Background: an optimization exercise with open tools, aiming at small area and few clock cycles. Do not read the settings as production practice.
The RTL was checked by simulation tests, not by an equivalence proof against the original design.
Power figures rest on the tool's default switching activity, not on a simulated workload.

--- flow/config.mk ---
export PLATFORM = sky130hd
export DESIGN_NAME = sorted_timed_command_queue_unit
export DESIGN_NICKNAME = sorted_timed_command_queue_unit
export VERILOG_FILES = /design/flow/design.v
export SDC_FILE = /design/flow/constraint.sdc
export NUM_CORES = 4
export LEC_CHECK = 0
export CAP_MARGIN = 20
export CORE_MARGIN = 2
export CORE_UTILIZATION = 40
export SLEW_MARGIN = 20
--- flow/constraint.sdc ---
create_clock -name core_clock -period 8.0 [get_ports {clk}]
set_input_delay 1.6000 -clock core_clock [delete_from_list [all_inputs] [get_ports {clk}]]
set_output_delay 1.6000 -clock core_clock [all_outputs]
set_load 0.01 [all_outputs]
--- flow/design.v ---
`timescale 1ns / 1ps
package stcq_pkg;
  localparam int unsigned DUE_W   = 32;
  localparam int unsigned CODE_W  = 8;
  localparam int unsigned PORT_PW = 32;
  typedef enum logic [1:0] {
    FN_ADD    = 2'd0,
    FN_REMOVE = 2'd1,
    FN_POLL   = 2'd2
  } func_t;
  typedef enum logic [1:0] {
    ST_DONE     = 2'd0,
    ST_FULL     = 2'd1,
    ST_BAD_SLOT = 2'd2,
    ST_NONE_DUE = 2'd3
  } status_t;
  typedef enum logic [1:0] {
    OP_HOLD   = 2'd0,
    OP_INSERT = 2'd1,
    OP_DELETE = 2'd2
  } cell_op_t;
  typedef struct packed {
    cell_op_t            op;
    logic [DUE_W-1:0]    due;
    logic [CODE_W-1:0]   cmd;
    logic [CODE_W-1:0]   sub;
  } cell_ctrl_t;
endpackage
`timescale 1ns / 1ps
module stcq_cell #(
  parameter int unsigned PAYLOAD_BITS = 32
) (
  input  logic                            clk,
  input  logic                            rst_n,
  input  stcq_pkg::cell_ctrl_t            ctrl,
  input  logic [PAYLOAD_BITS-1:0]         new_data,
  input  logic                            del_sel,
  input  logic                            left_cond,
  input  logic [stcq_pkg::DUE_W-1:0]      left_due,
  input  logic [stcq_pkg::CODE_W-1:0]     left_cmd,
  input  logic [stcq_pkg::CODE_W-1:0]     left_sub,
  input  logic [PAYLOAD_BITS-1:0]         left_data,
  input  logic                            left_valid,
  input  logic [stcq_pkg::DUE_W-1:0]      right_due,
  input  logic [stcq_pkg::CODE_W-1:0]     right_cmd,
  input  logic [stcq_pkg::CODE_W-1:0]     right_sub,
  input  logic [PAYLOAD_BITS-1:0]         right_data,
  input  logic                            right_valid,
  output logic                            cond,
  output logic [stcq_pkg::DUE_W-1:0]      due,
  output logic [stcq_pkg::CODE_W-1:0]     cmd,
  output logic [stcq_pkg::CODE_W-1:0]     sub,
  output logic [PAYLOAD_BITS-1:0]         data,
  output logic                            valid
);
  logic [stcq_pkg::DUE_W-1:0]  due_r,  due_nxt;
  logic [stcq_pkg::CODE_W-1:0] cmd_r,  cmd_nxt;
  logic [stcq_pkg::CODE_W-1:0] sub_r,  sub_nxt;
  logic [PAYLOAD_BITS-1:0]     data_r, data_nxt;
  logic                        valid_r, valid_nxt;
  assign cond = !valid_r || (due_r > ctrl.due);
  always_comb begin
    due_nxt   = due_r;
    cmd_nxt   = cmd_r;
    sub_nxt   = sub_r;
    data_nxt  = data_r;
    valid_nxt = valid_r;
    unique case (ctrl.op)
      stcq_pkg::OP_INSERT: begin
        if (cond && left_cond) begin
          due_nxt   = left_due;
          cmd_nxt   = left_cmd;
          sub_nxt   = left_sub;
          data_nxt  = left_data;
          valid_nxt = left_valid;
        end else if (cond) begin
          due_nxt   = ctrl.due;
          cmd_nxt   = ctrl.cmd;
          sub_nxt   = ctrl.sub;
          data_nxt  = new_data;
          valid_nxt = 1'b1;
        end
      end
      stcq_pkg::OP_DELETE: begin
        if (del_sel) begin
          due_nxt   = right_due;
          cmd_nxt   = right_cmd;
          sub_nxt   = right_sub;
          data_nxt  = right_data;
          valid_nxt = right_valid;
        end
      end
      default: ;
    endcase
  end
  always_ff @(posedge clk) begin
    if (!rst_n) begin
      valid_r <= 1'b0;
    end else begin
      valid_r <= valid_nxt;
    end
  end
  always_ff @(posedge clk) begin
    due_r  <= due_nxt;
    cmd_r  <= cmd_nxt;
    sub_r  <= sub_nxt;
    data_r <= data_nxt;
  end
  assign due   = due_r;
  assign cmd   = cmd_r;
  assign sub   = sub_r;
  assign data  = data_r;
  assign valid = valid_r;
endmodule
`timescale 1ns / 1ps
module sorted_timed_command_queue_unit #(
  parameter int unsigned QUEUE_DEPTH  = 16,
  parameter int unsigned PAYLOAD_BITS = 32
) (
  input  logic         clk,
  input  logic         rst_n,
  input  logic         in_tvalid,
  output logic         in_tready,
  input  logic [119:0] in_tdata,
  input  logic [1:0]   in_tuser,
  output logic         out_tvalid,
  input  logic         out_tready,
  output logic [63:0]  out_tdata,
  output logic [1:0]   out_tuser
);
  localparam int unsigned DW    = stcq_pkg::DUE_W;
  localparam int unsigned CW    = stcq_pkg::CODE_W;
  localparam int unsigned PW    = stcq_pkg::PORT_PW;
  localparam int unsigned CNT_W = $clog2(QUEUE_DEPTH + 1);
  localparam int unsigned IDX_W = $clog2(QUEUE_DEPTH);
  logic [DW-1:0] in_now, in_delay;
  logic [CW-1:0] in_cmd, in_sub;
  logic [PW-1:0] in_payload;
  logic [3:0]    in_slot_index;
  assign in_now        = in_tdata[31:0];
  assign in_delay      = in_tdata[63:32];
  assign in_cmd        = in_tdata[71:64];
  assign in_sub        = in_tdata[79:72];
  assign in_payload    = in_tdata[111:80];
  assign in_slot_index = in_tdata[115:112];
  logic             out_tvalid_r, out_tvalid_nxt;
  logic in_fire;
  assign in_tready = !out_tvalid_r || out_tready;
  assign in_fire   = in_tvalid && in_tready;
  logic [DW-1:0]           e_due   [QUEUE_DEPTH+2];
  logic [CW-1:0]           e_cmd   [QUEUE_DEPTH+2];
  logic [CW-1:0]           e_sub   [QUEUE_DEPTH+2];
  logic [PAYLOAD_BITS-1:0] e_data  [QUEUE_DEPTH+2];
  logic                    e_valid [QUEUE_DEPTH+2];
  logic [QUEUE_DEPTH:0]    cnd;
  logic [QUEUE_DEPTH-1:0]  del_sel;
  assign e_due[0]               = '0;
  assign e_cmd[0]               = '0;
  assign e_sub[0]               = '0;
  assign e_data[0]              = '0;
  assign e_valid[0]             = 1'b0;
  assign e_due[QUEUE_DEPTH+1]   = '0;
  assign e_cmd[QUEUE_DEPTH+1]   = '0;
  assign e_sub[QUEUE_DEPTH+1]   = '0;
  assign e_data[QUEUE_DEPTH+1]  = '0;
  assign e_valid[QUEUE_DEPTH+1] = 1'b0;
  assign cnd[0]                 = 1'b0;
  stcq_pkg::cell_ctrl_t    ctrl;
  logic [PAYLOAD_BITS-1:0] new_data;
  logic                    is_poll;
  logic [PW+PAYLOAD_BITS-1:0] pay_in_wide;
  assign pay_in_wide = (PW + PAYLOAD_BITS)'(in_payload);
  assign new_data    = pay_in_wide[PAYLOAD_BITS-1:0];
  for (genvar i = 0; i < QUEUE_DEPTH; i++) begin : g_cell
    assign del_sel[i] = is_poll || (32'(i) >= 32'(in_slot_index));
    stcq_cell #(
      .PAYLOAD_BITS(PAYLOAD_BITS)
    ) u_cell (
      .clk        (clk),
      .rst_n      (rst_n),
      .ctrl       (ctrl),
      .new_data   (new_data),
      .del_sel    (del_sel[i]),
      .left_cond  (cnd[i]),
      .left_due   (e_due[i]),
      .left_cmd   (e_cmd[i]),
      .left_sub   (e_sub[i]),
      .left_data  (e_data[i]),
      .left_valid (e_valid[i]),
      .right_due  (e_due[i+2]),
      .right_cmd  (e_cmd[i+2]),
      .right_sub  (e_sub[i+2]),
      .right_data (e_data[i+2]),
      .right_valid(e_valid[i+2]),
      .cond       (cnd[i+1]),
      .due        (e_due[i+1]),
      .cmd        (e_cmd[i+1]),
      .sub        (e_sub[i+1]),
      .data       (e_data[i+1]),
      .valid      (e_valid[i+1])
    );
  end
  logic [CNT_W-1:0] count_r, count_nxt;
  logic [1:0]       status_r, status_nxt;
  logic [3:0]       slot_r, slot_nxt;
  logic [CW-1:0]    ocmd_r, ocmd_nxt;
  logic [CW-1:0]    osub_r, osub_nxt;
  logic [PW-1:0]    opay_r, opay_nxt;
  logic [4:0]       ocnt_r, ocnt_nxt;
  logic [DW:0]      due_sum;
  logic [DW-1:0]    new_due;
  logic             full;
  logic             head_due;
  logic             slot_ok;
  logic [IDX_W-1:0] pos;
  logic             any_start;
  assign due_sum  = {1'b0, in_now} + {1'b0, in_delay};
  assign new_due  = due_sum[DW] ? '1 : due_sum[DW-1:0];
  assign full     = (count_r == CNT_W'(QUEUE_DEPTH));
  assign head_due = e_valid[1] && (e_due[1] < in_now);
  assign slot_ok  = (CNT_W + 4)'(in_slot_index) < (CNT_W + 4)'(count_r);
  assign is_poll  = (in_tuser == stcq_pkg::FN_POLL);
  always_comb begin
    pos       = '0;
    any_start = 1'b0;
    for (int i = 0; i < QUEUE_DEPTH; i++) begin
      if (cnd[i+1] && !cnd[i]) begin
        pos       = pos | IDX_W'(i);
        any_start = 1'b1;
      end
    end
    if (!any_start) begin
      pos = IDX_W'(count_r);
    end
  end
  logic [IDX_W+3:0]            pos_wide;
  logic [CNT_W+4:0]            cnt_wide;
  logic [PAYLOAD_BITS+PW-1:0]  head_pay_wide;
  assign pos_wide      = (IDX_W + 4)'(pos);
  assign cnt_wide      = (CNT_W + 5)'(count_nxt);
  assign head_pay_wide = (PAYLOAD_BITS + PW)'(e_data[1]);
  always_comb begin
    ctrl.op        = stcq_pkg::OP_HOLD;
    ctrl.due       = new_due;
    ctrl.cmd       = in_cmd;
    ctrl.sub       = in_sub;
    count_nxt      = count_r;
    status_nxt     = stcq_pkg::ST_NONE_DUE;
    slot_nxt       = '0;
    ocmd_nxt       = '0;
    osub_nxt       = '0;
    opay_nxt       = '0;
    unique case (in_tuser)
      stcq_pkg::FN_ADD: begin
        if (full) begin
          status_nxt = stcq_pkg::ST_FULL;
        end else begin
          ctrl.op    = stcq_pkg::OP_INSERT;
          count_nxt  = count_r + 1'b1;
          status_nxt = stcq_pkg::ST_DONE;
          slot_nxt   = pos_wide[3:0];
        end
      end
      stcq_pkg::FN_REMOVE: begin
        if (slot_ok) begin
          ctrl.op    = stcq_pkg::OP_DELETE;
          count_nxt  = count_r - 1'b1;
          status_nxt = stcq_pkg::ST_DONE;
        end else begin
          status_nxt = stcq_pkg::ST_BAD_SLOT;
        end
      end
      stcq_pkg::FN_POLL: begin
        if (head_due) begin
          ctrl.op    = stcq_pkg::OP_DELETE;
          count_nxt  = count_r - 1'b1;
          status_nxt = stcq_pkg::ST_DONE;
          ocmd_nxt   = e_cmd[1];
          osub_nxt   = e_sub[1];
          opay_nxt   = head_pay_wide[PW-1:0];
        end
      end
      default: ;
    endcase
    if (!in_fire) begin
      ctrl.op   = stcq_pkg::OP_HOLD;
      count_nxt = count_r;
    end
    ocnt_nxt       = cnt_wide[4:0];
    out_tvalid_nxt = in_fire || (out_tvalid_r && !out_tready);
  end
  always_ff @(posedge clk) begin
    if (!rst_n) begin
      count_r      <= '0;
      out_tvalid_r <= 1'b0;
    end else begin
      count_r      <= count_nxt;
      out_tvalid_r <= out_tvalid_nxt;
    end
  end
  always_ff @(posedge clk) begin
    if (in_fire) begin
      status_r <= status_nxt;
      slot_r   <= slot_nxt;
      ocmd_r   <= ocmd_nxt;
      osub_r   <= osub_nxt;
      opay_r   <= opay_nxt;
      ocnt_r   <= ocnt_nxt;
    end
  end
  assign out_tvalid = out_tvalid_r;
  assign out_tuser  = status_r;
  assign out_tdata  = {7'd0, ocnt_r, opay_r, osub_r, ocmd_r, slot_r};
endmodule
--- flow/run.sh ---
#!/bin/bash
# synth_recipe.tcl (not shown) runs the flow's synth.tcl, then flattens the netlist and writes it again
# the make line also repeats each setting of config.mk as NAME=value (left out here)
make -C /OpenROAD-flow-scripts/flow DESIGN_CONFIG=/design/flow/config.mk WORK_HOME=/design/flow/orfs CLKGATE_MAP_FILE= SYNTH_SCRIPT=/design/flow/synth_recipe.tcl finish
==> summary.md, run 1 <==
| Metric | Value |
|---|---|
| TritonCTS clock tree | built |
| WP data arrival | 8.14 ns |
| RSZ-0062 raised after global routing | no |
| Worst vdd ir | 0.226 mV |
| EDFF count, synth | 1339 |
| # Max-Cap Violations | 0 |
| Cts hold-fix bufs | 0 |
| R2r startpoint | g_cell[0].u_cell.due_r[1] |
| Largest area contributor in the netlist | edfxtp_1 |
| Fin crit period | approximately 7.6 ns |
| Distinct cell type count after synthesis | 93 |
| Largest delay share family, worst path | simple AND/OR/NAND/NOR gates |
| Worst hold path type | reg -> reg |
| CTS sink cnt | 1361 |
| Initial Utilization | 40.1% |
| Gp weighted congestion | 0.925 |
| Synth async-reset ratio | 0% |
| Relative slew margins | 21.5% |
| R2R Setup Slk | ~2.0 ns |
| Mapped Cells | 7678 |
| Post-synth top area share | 49.1% |
| Vias per cell | 5.54 |
| GRT Total Usage | 22.4% |
| Critical path class | in -> reg |
| CP Launch Type | primary input |
| Total Nets Final | 8792 |
| ANT nets after route | 0 |
| FF-to-FF path depth | 17 |
| Endpoints failing setup | 0 |
| CP Capture Type | register |
| Clock slew at reported path FFs | 0.06 ns |
| Fmax | roughly 0.13 GHz |
| Drt drc | 0 |
| Quantity of I/O buffers inserted on ports | 182 |
| Hold depth | 2 |
| Vias in the first global route | 59.4k |
| Die height | 457 um |
| H-tree levels | 4 |
| Avg WL per Cell | 21.9 um |
| Initial antenna violation count | 8 |
| WL final | 239000 um |
| Initial detailed-routing violation count | 5688 |
| Vias | 60.7k |
| Crit path largest cell delay | about 0.5 ns |
| Row count | about 170 |
| Synth Flop Type | edfxtp_1 |
| Reg-to-Reg End | g_cell[0].u_cell.due_r[7] |
| Cts repair resizes | 0 |
| First-pass GRT wire length | approximately 360000 um |
| Clock buffer depth | 3 |
| Die width | 457 um |
| CP max stage cell | or4_1 |
| TritonRoute pass-1 iters | 5 |
| Worst-Skew Late Latency | 0.85 ns |
| I/O Pins | 194 |
| Syn-to-layout area delta | 18.8% |
| Main area contributors after synthesis | edfxtp_1 49%, mux2i_1 12%, ha_1 8.4%, o21ai_0 7.1%, nand2_1 6.2% |
| Max-slew violations | 0 |
| Outcome | complete, no violations |
| Final core utilization | 47.7% |
| Mapped Area | 81900 um^2 |
| Dpl cells | 10.6k |
| Tcrit/Tclk final | 95.1% |
| Number of post-CTS setup repair buffers | 0 |
| Detailed placement HPWL | between 150000 and 200000 um |
| Critical Path Source | in_tdata[4] |
| Lkg Pwr | 0.0375 uW |
| CP Max Fanout | 12 |
| #FFs+latches synth | 1361 |
| Ys Warns | 12 |
| Core region area | 204000 um^2 |
| Final hold viol count | 0 |
| Mean Syn Cell Area | between 10 and 15 um^2 |
| CP required | 8.53 ns |
| Congestion Overflow GR | 0 |
| CP bufs+invs | 9 |
| Final Skew | between 0.05 and 0.06 ns |
| Die area | 208000 um^2 |
| Cell Count, Final, Fillers Out | 10.9k |
| Hold EP | g_cell[14].u_cell.data_r[4] |
| TritonCTS buffer count | about 160 |
| Root Buffer | clkbuf_16 |
| Pin count of the biggest net entering global routing | 258 |
| CP dominant cell by count | buf_4 |
| Seq/Total Area, Yosys | 49.6% |
| Min-delay src | g_cell[15].u_cell.data_r[4] |
| Layout cells sized above 1 | 12.9% |
| Cell Pwr Density | 226 nW/um^2 |
| Worst-margin pin slew | 1.17 ns |
[through the flow]
step / area, um^2 / hold WS, ns / TNS (ns) / worst slack, ns / total power (uW)
finish: 97300 / 0.527 / 0 / 0.393 / 22000
global route: 97300 / 0.548 / 0 / 0.0163 / 23000
CTS: 97300 / 0.522 / 0 / 0.425 / 22200
detailed placement: 92200 / 0.522 / -287.39 / -0.447 / 14900
global placement: 92200 / 0.506 / -210.88 / -0.423 / 14800
floorplan: 82500 / 0.470 / -28.33 / -0.284 / 12500
[layer usage]
metal | share of wire (%) | track usage (%) | routed length (um) | vias up
li1 | - | - | - | 29300
met1 | 47 | 32.0 | 112000 | 29300
met2 | 45 | 35.1 | 107000 | 1699
met3 | 5.2 | 2.63 | 12500 | 327
met4 | 3.1 | 7.50 | 7390 | 0
met5 | 0 | 0 | 0 | -
[power by group]
group | total, uW | switching (uW) | internal (uW)
combinational | 5830 | 3310 | 2510
sequential | 9010 | 333 | 8680
clock | 7170 | 3150 | 4020
[placed cells by master (no fill, tap or decap), types with 158 or more instances in the layout]
| cell | count |
|---|---|
| clkbuf_16 | 158 |
| o21ai_1 | 229 |
| ha_1 | 537 |
| mux2i_1 | 1017 |
| o21ai_0 | 1163 |
| edfxtp_1 | 1339 |
| buf_4 | 449 |
| buf_12 | 178 |
| nor2_1 | 165 |
| nand2_1 | 1344 |
| clkdlybuf4s50_1 | 182 |
| a21o_1 | 185 |
[flip-flops by register name, indices dropped and copies added, names as in the netlist]
name	count
g_cell.u_cell.cmd_r	128
ocmd_r	8
status_r	2
g_cell.u_cell.sub_r	128
slot_r	4
g_cell.u_cell.valid_r	16
g_cell.u_cell.due_r	512
out_tvalid_r	1
g_cell.u_cell.data_r	512
osub_r	8
opay_r	32
ocnt_r	5
count_r	5
[worst max path at each step]
| stage | endpoint | slack, ns | cells past startpoint |
|---|---|---|---|
| after floorplan | g_cell[10].u_cell.valid_r | -0.28 | 26 |
| after global placement | g_cell[13].u_cell.due_r[27] | -0.42 | 30 |
| after detailed placement | g_cell[13].u_cell.due_r[29] | -0.45 | 30 |
| after CTS | g_cell[13].u_cell.sub_r[2] | 0.43 | 30 |
| after global routing | g_cell[8].u_cell.data_r[0] | 0.02 | 30 |
| final | g_cell[13].u_cell.sub_r[2] | 0.39 | 30 |
[cell type report]
type	instances	area [um^2]
flip-flops and latches	1361	40600
diodes	6	15.0
well taps	2688	3360
clock buffers	188	4090
clock inverters	103	1010
inverters	126	513
multi-input cells	5660	38900
fillers	18700	107000
repair buffers	809	8760
[cells in the mapped netlist (8+ instances only)]
master / instances
o21ai_1: 228
o211ai_1: 20
nor2b_1: 35
clkbuf_1: 383
edfxtp_1: 1339
mux2i_1: 1017
a211oi_1: 50
nand3_1: 34
o21ai_0: 1168
nand2_1: 1351
a221oi_1: 22
and2_1: 57
a21o_1: 186
nand2b_1: 32
nand4_1: 100
o21a_1: 20
o31ai_1: 15
clkinv_1: 11
dfxtp_1: 22
maj3_1: 8
nor2_1: 168
or3_1: 17
buf_4: 74
nor4_1: 11
buf_2: 54
and4_1: 27
buf_6: 19
mux2_2: 79
ha_1: 550
xnor2_1: 42
inv_1: 115
and3_1: 24
a21oi_1: 167
nor3_1: 49
xor2_1: 10
a31oi_1: 14
[logic make-up after synthesis]
family,after synthesis,share of synthesized area (%)
buf+inv,663,3.63
other cells,1,0.00458
compound gates,1988,13.7
fa+ha+maj,559,8.52
mux,1096,13.5
simple gates,1958,10.4
xor+xnor,52,0.556
flops,1361,49.6
[tightest hold or removal path, stage by stage (launching register included)]
cell and delay (ns):
edfxtp_1 0.32, nand2_1 0.05, o21ai_0 0.06
Testbench counts, summed over its fixed seeds: cycles 12,008.
==> inputs of run 2 (changes only) <==
==> flow/design.v (replaced) <==
`timescale 1ns / 1ps
module sorted_timed_command_queue_unit (
  input  logic         clk,
  input  logic         rst_n,
  input  logic         in_tvalid,
  output logic         in_tready,
  input  logic [119:0] in_tdata,
  input  logic [1:0]   in_tuser,
  output logic         out_tvalid,
  input  logic         out_tready,
  output logic [63:0]  out_tdata,
  output logic [1:0]   out_tuser
);
  localparam int N = 16;
  logic [31:0] in_now, in_delay, in_pay;
  logic [7:0]  in_cmd, in_sub;
  logic [3:0]  in_slot;
  assign in_now   = in_tdata[31:0];
  assign in_delay = in_tdata[63:32];
  assign in_cmd   = in_tdata[71:64];
  assign in_sub   = in_tdata[79:72];
  assign in_pay   = in_tdata[111:80];
  assign in_slot  = in_tdata[115:112];
  logic is_add, is_rem, is_poll;
  assign is_add  = (in_tuser == 2'd0);
  assign is_rem  = (in_tuser == 2'd1);
  assign is_poll = (in_tuser == 2'd2);
  logic [31:0] due_q  [N];
  logic [7:0]  cmd_q  [N];
  logic [7:0]  sub_q  [N];
  logic [31:0] pay_q  [N];
  logic [3:0]  rank_q [N];
  logic [N-1:0] valid_q;
  logic [4:0]   count_q;
  logic         out_tvalid_q;
  logic [1:0]   status_q;
  logic [3:0]   slot_q;
  logic [N-1:0] pop_q;
  logic in_fire;
  assign in_tready = !out_tvalid_q || out_tready;
  assign in_fire   = in_tvalid && in_tready;
  logic [32:0] sum;
  logic [31:0] key;
  assign sum = {1'b0, in_now} + {1'b0, in_delay | {32{is_poll}}};
  assign key = (sum[32] && !is_poll) ? 32'hFFFF_FFFF : sum[31:0];
  logic [N-1:0] le;
  logic [4:0]   pos;
  always_comb begin
    pos = '0;
    for (int j = 0; j < N; j++) begin
      le[j] = valid_q[j] && (due_q[j] <= key);
      pos   = pos + 5'(le[j]);
    end
  end
  logic [N-1:0] free_oh;
  always_comb begin
    logic seen;
    seen = 1'b0;
    for (int j = 0; j < N; j++) begin
      free_oh[j] = !valid_q[j] && !seen;
      seen       = seen || !valid_q[j];
    end
  end
  logic [3:0]   drank;
  logic [N-1:0] tgt, behind;
  assign drank = is_poll ? 4'd0 : in_slot;
  always_comb begin
    for (int j = 0; j < N; j++) begin
      tgt[j]    = valid_q[j] && (rank_q[j] == drank);
      behind[j] = valid_q[j] && (rank_q[j] >  drank);
    end
  end
  logic full, head_due, add_ok, del_ok, pop;
  assign full     = valid_q[N-1] && (&valid_q);
  assign head_due = sum[32] && (|le);
  assign add_ok   = in_fire && is_add && !full;
  assign pop      = is_poll && head_due;
  assign del_ok   = in_fire && ((is_rem && (|tgt)) || pop);
  always_ff @(posedge clk) begin
    for (int j = 0; j < N; j++) begin
      if (add_ok && free_oh[j]) begin
        due_q[j] <= key;
        cmd_q[j] <= in_cmd;
        sub_q[j] <= in_sub;
        pay_q[j] <= in_pay;
      end
      if (add_ok) begin
        if (free_oh[j])               rank_q[j] <= pos[3:0];
        else if (valid_q[j] && !le[j]) rank_q[j] <= rank_q[j] + 4'd1;
      end else if (del_ok && behind[j]) begin
        rank_q[j] <= rank_q[j] - 4'd1;
      end
    end
  end
  always_ff @(posedge clk) begin
    if (!rst_n) begin
      valid_q      <= '0;
      count_q      <= '0;
      out_tvalid_q <= 1'b0;
    end else begin
      if (add_ok) begin
        valid_q <= valid_q | free_oh;
        count_q <= count_q + 5'd1;
      end else if (del_ok) begin
        valid_q <= valid_q & ~tgt;
        count_q <= count_q - 5'd1;
      end
      out_tvalid_q <= in_fire || (out_tvalid_q && !out_tready);
    end
  end
  always_ff @(posedge clk) begin
    if (in_fire) begin
      if (is_add)       status_q <= full ? 2'd1 : 2'd0;
      else if (is_rem)  status_q <= (|tgt) ? 2'd0 : 2'd2;
      else if (is_poll) status_q <= head_due ? 2'd0 : 2'd3;
      else              status_q <= 2'd3;
      slot_q <= (is_add && !full) ? pos[3:0] : 4'd0;
      pop_q  <= pop ? tgt : '0;
    end
  end
  logic [7:0]  ocmd, osub;
  logic [31:0] opay;
  always_comb begin
    ocmd = '0;
    osub = '0;
    opay = '0;
    for (int j = 0; j < N; j++) begin
      ocmd = ocmd | (cmd_q[j] & {8{pop_q[j]}});
      osub = osub | (sub_q[j] & {8{pop_q[j]}});
      opay = opay | (pay_q[j] & {32{pop_q[j]}});
    end
  end
  assign out_tvalid = out_tvalid_q;
  assign out_tuser  = status_q;
  assign out_tdata  = {7'd0, count_q, opay, osub, ocmd, slot_q};
endmodule
==> run 2 against run 1 <==
Net effect:
- now fails the layout checks on negative setup slack
- final area decreased by 15%
- hold slack worse by 0.038 ns
- worst setup slack lost 2.0 ns
- clock-buffer cell count is 6 higher
- critical path depth grew 11
- critical endpoint is now rank_q[5][3]
- highest routed layer is now met5
==> summary.md, run 2 <==
| Metric | Value |
|---|---|
| RSZ-0062 raised after global routing | yes |
| Worst-margin pin slew | 1.11 ns |
| Clock buffer depth | 3 |
| Clock slew at reported path FFs | approximately 0.050 ns |
| Top cells by count, synth | 1366 x edfxtp_1, 633 x ha_1, 268 x a21oi_1 |
| Min-delay src | count_q[3] |
| Mapped Cells | 4587 |
| CP max stage cell | fa_1 |
| Congestion Overflow GR | 0 |
| Dpl cells | 7407 |
| Die area | 166000 um^2 |
| Endpoints failing setup | 90 |
| Distinct cell type count after synthesis | 85 |
| Cell Count, Final, Fillers Out | between 7k and 8k |
| Largest area contributor in the netlist | edfxtp_1 |
| ANT nets after route | 0 |
| Mean Syn Cell Area | 14.2 um^2 |
| Die height | roughly 400 um |
| CP Max Fanout | 7 |
| I/O Pins | 194 |
| CP Launch Type | primary input |
| TritonRoute pass-1 iters | 5 |
| Cts hold-fix bufs | 0 |
| Gp weighted congestion | 0.920 |
| Pin count of the biggest net entering global routing | 89 |
| Max-slew violations | 0 |
| Crit path largest cell delay | around 0.53 ns |
| FF-to-FF path depth | 25 |
| R2R Setup Slk | 1.88 ns |
| Final worst slack | -1.58 ns |
| # Max-Cap Violations | 0 |
| Layout cells sized above 1 | a little under a quarter |
| H-tree levels | 4 |
| Main area contributors after synthesis | edfxtp_1 63%, ha_1 12%, a221oi_1 2.7%, a22o_1 2.6%, a21oi_1 2.1% |
| Avg WL per Cell | 26.7 um |
| R2r startpoint | due_q[7][31] |
| Mapped Area | 65000 um^2 |
| Critical path class | in -> reg |
| Fmax | 0.104 GHz |
| EDFF count, synth | roughly 1.4k |
| Ys Warns | 6 |
| Quantity of I/O buffers inserted on ports | approximately 180 |
| Most frequent cells in the layout | 1366 x edfxtp_1, 604 x buf_4, 600 x ha_1, 227 x a21oi_1, 200 x a221oi_1 |
| First-pass GRT wire length | 298000 um |
| Seq/Total Area, Yosys | a little under two thirds |
| Fin crit period | between 9 and 10 ns |
| Post-synth top area share | between 60% and 70% |
| #FFs+latches synth | 1388 |
| Reg-to-Reg End | rank_q[5][3] |
| WL final | 208000 um |
| Core region area | between 150000 and 200000 um^2 |
| GRT Total Usage | 24.2% |
| Most common cell after layout, fill and taps aside | edfxtp_1 |
| Layout Check Fails | negative setup slack |
| TritonCTS clock tree | built |
| Outcome | failed layout checks |
| Largest regs | due_q (512), pay_q (512) |
| TritonCTS buffer count | 150 |
| Detailed placement HPWL | 126000 um |
| Vias in the first global route | 44.9k |
| Final Skew | 0.0496 ns |
| Most common cell in the netlist | edfxtp_1 |
| Vias | about 46k |
| Synth async-reset ratio | 0% |
| Root Buffer | clkbuf_16 |
| Drt drc | 0 |
| CP required | about 8.5 ns |
| Syn-to-layout area delta | 26.6% |
| Die width | 407 um |
| Hold EP | count_q[3] |
| WP data arrival | 10.07 ns |
| Initial detailed-routing violation count | 4642 |
| Row count | 147 |
| Tcrit/Tclk final | 120% |
| Worst-Skew Late Latency | around 0.8 ns |
| CP dominant cell by count | a21oi_2 |
| Cell Pwr Density | 229 nW/um^2 |
| Place WS | -3.89 ns |
| Synth Flop Type | edfxtp_1 |
| Worst vdd ir | 0.237 mV |
| Final hold viol count | 0 |
| Initial Utilization | 40.4% |
| Filler instances | about 14k |
| Vias per cell | 5.89 |
| CTS sink cnt | approximately 1.4k |
| Worst hold path type | reg -> reg |
| Total Nets Final | 6251 |
| Lkg Pwr | 0.0309 uW |
| CP Capture Type | register |
| Hold depth | 2 |
| Initial antenna violation count | 7 |
| Relative slew margins | 26.1% |
==> run 2: changes by cell type after synthesis, moves of 61 or more <==
cell / delta
a21o_1: -107
a221oi_1: +180
buf_4: -65
mux2_2: -79
nand2_1: -1187
o21ai_0: -997
a21oi_1: +101
nand4_1: +71
o21ai_1: -225
mux2i_1: -1015
nand3_1: +61
a22o_1: +193
clkbuf_1: -286
ha_1: +83
==> run 2: final cells by class <==
cell class / instances / area (um^2) / share of cell area (%)
repair buffers: 882 / 7990 / 9.72
clock inverters: 78 / 943 / 1.15
well taps: 2160 / 2700 / 3.28
diodes: 2 / 5.00 / 0.00608
flip-flops and latches: 1388 / 41500 / 50.4
multi-input cells: 2884 / 24500 / 29.7
clock buffers: 194 / 3980 / 4.84
inverters: 174 / 717 / 0.871
==> run 2: per-layer routing <==
layer	global-route usage, %	vias up	routed length (um)
met5	0	-	66
met4	8.68	10	8110
met3	3.94	356	15700
met2	39.7	1955	97800
met1	32.5	23100	85900
li1	-	20300	-
==> run 2: timing repair <==
item,in CTS,in global routing
pin swaps,68,127
gates resized for setup,108,307
setup buffers,32,54
gates cloned,2,2
setup endpoints to repair,171,171
==> run 2: power by group <==
part	internal (uW)	switching, uW	total, uW
clock	4000	2960	6960
combinational	1580	2100	3680
sequential	8180	10.6	8190
total	13800	5070	18800
==> run 2: per-stage QoR <==
step	cell area [um^2]	setup TNS (ns)	util, %	hold slack [ns]	total power [uW]
final	82300	-90.21	51.1	0.489	18800
after global routing	82300	-118.12	51.1	0.516	19500
after CTS	80300	-168.28	49.9	0.508	18700
after detailed placement	74500	-439.18	46.3	0.498	11700
after global placement	74500	-420.54	46.3	0.496	11600
after floorplan	65400	-113.24	-	0.513	9870
==> run 2: worst max-delay path: cells and delay by family <==
family                   cells  cell delay [ns]
AND/OR/NAND/NOR              9             1.50
buffers and inverters       11             1.94
AO/OA/AOI/OAI               12             1.98
XOR/XNOR                     2             0.34
adder cells (fa/ha/maj)      7             2.68
==> run 2: worst max path at each step <==
stage | startpoint | endpoint | slack, ns | depth (start not counted)
6_report | in_tdata[34] | rank_q[5][3] | -1.58 | 41
5_1_grt | in_tuser[0] | rank_q[11][3] | -1.88 | 46
4_1_cts | in_tuser[0] | rank_q[5][3] | -1.89 | 42
3_5_place_dp | in_tuser[0] | rank_q[15][3] | -3.89 | 41
3_3_place_gp | in_tuser[0] | rank_q[15][3] | -3.70 | 41
2_1_floorplan | in_tuser[0] | rank_q[0][3] | -1.82 | 40
==> run 2: cells by family after synthesis <==
kind of cell | Yosys count | share of synthesized area (%)
AO/OA/AOI/OAI | 1195 | 13.1
XOR/XNOR | 47 | 0.633
adder cells (fa/ha/maj) | 647 | 12.6
buffers and inverters | 321 | 1.97
flip-flops | 1388 | 63.8
multiplexers | 3 | 0.0654
other | 1 | 0.00577
AND/OR/NAND/NOR | 985 | 7.89
Testbench counts of run 2, summed over its fixed seeds: cycles 12,008.

separate check: timing with driven ports:
No port has a modelled driver above. Below, the same layouts with a new extraction and two added sets of constraints.
Step 1 sets driving cells, clkbuf_16 on the clock port and buf_2 on the other inputs (assumed; they add their load-dependent delay and slew).
Step 2 also shifts input and output timing later by t, the mid clock arrival at the registers, as if the neighbouring blocks saw the same clock.
Three values: ideal ports, drivers, drivers and shift; two values: the first two.
run	t, ns	setup WS [ns]	worst setup path after step 2	latest minus earliest clock arrival (ns)	worst slew at a driven data input, ns
run 1	0.909	0.393 / 0.452 / -0.457	input to register	0.056 / 0.057	0.19
run 2	0.859	-1.577 / -1.517 / -2.376	input to register	0.054 / 0.054	0.16
Met with ideal ports but missed after step 2: setup timing in run 1. The setup slack of run 1, which loses most, moves by +0.059 ns with the drivers and by -0.850 ns with both steps.
